This is an optimization exercise on Yosys and OpenROAD, whose aim is small area, a short achievable clock period and few clock cycles, not a production implementation.
Power figures rest on the tool's default switching activity, not on a simulated workload.

==> flow/design.v <==
module mesh_top (
    input  logic        clock,
    input  logic        reset,
    input  logic        block_all_paths,
    input  logic [3:0]  req_valid,
    input  logic [71:0] req,
    output logic [3:0]  req_ready,
    output logic [3:0]  recv_valid,
    output logic [3:0]  recv_last,
    output logic [7:0]  recv_src,
    output logic [31:0] recv_data
);
    logic [3:0]      s_vld;
    logic [3:0]      s_last;
    logic [3:0][1:0] s_src;
    logic [3:0][7:0] s_data;
    logic [3:0][7:0] s_left;
    logic [3:0][3:0] want;     
    logic [3:0][3:0] grant;    
    logic [3:0]      sink_free;
    always_comb
    begin
        for (int d = 0; d < 4; d++)
        begin
            sink_free[d] = !s_vld[d] || s_last[d];
        end
        for (int s = 0; s < 4; s++)
        begin
            for (int d = 0; d < 4; d++)
            begin
                want[s][d] = (s != d) && req_valid[s] && req[18*s+16 +: 2] == d;
            end
        end
        for (int s = 0; s < 4; s++)
        begin
            for (int d = 0; d < 4; d++)
            begin
                grant[s][d] = want[s][d] && sink_free[d] && !block_all_paths;
                for (int o = 0; o < s; o++)
                begin
                    if (want[o][d])
                        grant[s][d] = 1'b0;
                end
            end
        end
        for (int s = 0; s < 4; s++)
        begin
            req_ready[s] = |grant[s];
        end
    end
    always_ff @(posedge clock)
    begin
        for (int d = 0; d < 4; d++)
        begin
            logic       ld;
            logic [1:0] ls;
            logic [7:0] ll;
            logic [7:0] lf;
            ld = 1'b0;
            ls = 2'd0;
            ll = 8'd0;
            lf = 8'd0;
            for (int s = 0; s < 4; s++)
            begin
                if (grant[s][d])
                begin
                    ld = 1'b1;
                    ls |= s[1:0];
                    ll |= req[18*s+8 +: 8];
                    lf |= req[18*s +: 8];
                end
            end
            if (reset)
            begin
                s_vld[d]  <= 1'b0;
                s_last[d] <= 1'b0;
            end
            else if (ld)
            begin
                s_vld[d]  <= 1'b1;
                s_last[d] <= ll == 8'd1;
            end
            else if (s_last[d])
            begin
                s_vld[d]  <= 1'b0;
                s_last[d] <= 1'b0;
            end
            else if (s_vld[d])
            begin
                s_last[d] <= s_left[d] == 8'd2;
            end
            if (ld)
            begin
                s_src[d]  <= ls;
                s_data[d] <= lf;
                s_left[d] <= ll;
            end
            else
            begin
                s_data[d] <= s_data[d] + 8'd1;
                s_left[d] <= s_left[d] - 8'd1;
            end
        end
    end
    assign recv_valid = s_vld;
    assign recv_last  = s_last;
    for (genvar d = 0; d < 4; d++)
    begin : g_out
        assign recv_src[2*d +: 2]  = s_src[d];
        assign recv_data[8*d +: 8] = s_data[d];
    end
endmodule
export LEC_CHECK = 0
export CAP_MARGIN = 20
export CORE_MARGIN = 2
export CORE_UTILIZATION = 40
export SETUP_SLACK_MARGIN = 1.0
export SLEW_MARGIN = 20
create_clock -name core_clock -period 3.8 [get_ports {clock}]
standard.sh (not shown) runs the stock make flow with config.mk's settings and CLKGATE_MAP_FILE= SYNTH_SCRIPT=/design/flow/synth_recipe.tcl, a recipe that flattens the netlist after the stock synthesis.
==> flow/flow/run.sh <==
#!/bin/bash
# Standard layout, with every port buffered by a plain buf_1 instead of the
# cell buffer_ports picks on its own (a slow clkdlybuf4s50_1).
set -euo pipefail
bash standard.sh "BUFFER_PORTS_ARGS=-buffer_cell sky130_fd_sc_hd__buf_1" finish > standard_flow.log 2>&1
Then changed:
==> flow/run.sh (new file) <==
#!/bin/bash
# synth_recipe.tcl (not shown) runs the flow's synth.tcl, then flattens the netlist and writes it again
# the make line also repeats each setting of config.mk as NAME=value (left out here)
make -C /OpenROAD-flow-scripts/flow DESIGN_CONFIG=/design/flow/config.mk WORK_HOME=/design/flow/orfs CLKGATE_MAP_FILE= SYNTH_SCRIPT=/design/flow/synth_recipe.tcl finish
SETUP_SLACK_MARGIN = 1.5   (was 1.0)
removed: flow/flow/run.sh
removed: flow/standard.sh
What happened:
- design area increases by 18%
- hold slack got worse by 0.0060 ns
- final cell count increases by 2.9%
- core utilization increases by 9.1 points
- count of clock-buffer cells in the layout is unchanged
- routed wire length increases by 6.1%
- sequential share of layout area decreases by 4.7 points
Then changed:
==> flow/flow/run.sh (new file) <==
#!/bin/bash
# Standard layout, with every port buffered by a plain buf_1 instead of the
# cell buffer_ports picks on its own (a slow clkdlybuf4s50_1).
set -euo pipefail
bash standard.sh "BUFFER_PORTS_ARGS=-buffer_cell sky130_fd_sc_hd__buf_1" finish > standard_flow.log 2>&1
==> flow/standard.sh (new file) <==
#!/bin/bash
# synth_recipe.tcl (not shown) runs the flow's synth.tcl, then flattens the netlist and writes it again
# the make line also repeats each setting of config.mk as NAME=value (left out here)
make -C /OpenROAD-flow-scripts/flow DESIGN_CONFIG=/design/flow/config.mk WORK_HOME=/design/flow/orfs CLKGATE_MAP_FILE= SYNTH_SCRIPT=/design/flow/synth_recipe.tcl "${@:-finish}"
SETUP_SLACK_MARGIN = 1.6   (was 1.5)
removed: flow/run.sh
Outcome: The new run ran to the end with no violations. Synthesized cell count stays the same. Routed wire length fell by about 1.7%. Hold slack gets worse by 0.0057 ns. Via count went up by 3.0%. Die area is unchanged. Area after synthesis is unchanged. Core utilization is lower by 6.2 points.
Then changed:
SETUP_SLACK_MARGIN = not set   (was 1.6)
What happened: The new run produced a clean layout. Cell area came out lower by 7.0%. Maximum frequency came out lower by 8.8%. Via count came out lower by 4.4%. Worst setup slack loses 0.26 ns. Clock-buffer cell count does not change. Routed wire length came out lower by 4.4%. Area after synthesis does not change. Power came out higher by 0.59%. Sequential power is about the same.
No functional check of the RTL was part of any run of this note.

==> separate check: timing with driven ports <==
How much do the figures lean on ideal ports? The routed layouts below were timed once more, with nothing changed but the port constraints. Step 1: set_driving_cell puts a clkbuf_16 on clock and a buf_2 on each other input, an assumption about the parent block. Step 2 times the ports against the registers' clock, not the clock port: input delays grow and output delays shrink by t, the midpoint of the rising clock arrivals with the driver on. Slacks: ideal ports / drivers / drivers and shift; pairs: ideal ports / drivers.
run	t (ns)	slack for setup (ns)	hold WS [ns]	latest minus earliest clock arrival (ns)
the first run	0.374	1.014 / 0.990 / 0.953	0.504 / 0.504 / 0.504	0.011 / 0.011
the second run	0.382	1.188 / 1.142 / 1.142	0.498 / 0.498 / 0.498	0.009 / 0.009
the third run	0.379	1.088 / 1.056 / 1.056	0.493 / 0.493 / 0.493	0.004 / 0.004
the fourth run	0.373	0.826 / 0.803 / 0.803	0.505 / 0.505 / 0.505	0.011 / 0.011
After both steps setup and hold are still met in every run listed. The setup slack of the first run, which loses most, moves by -0.024 ns with the drivers and by -0.061 ns with both steps.
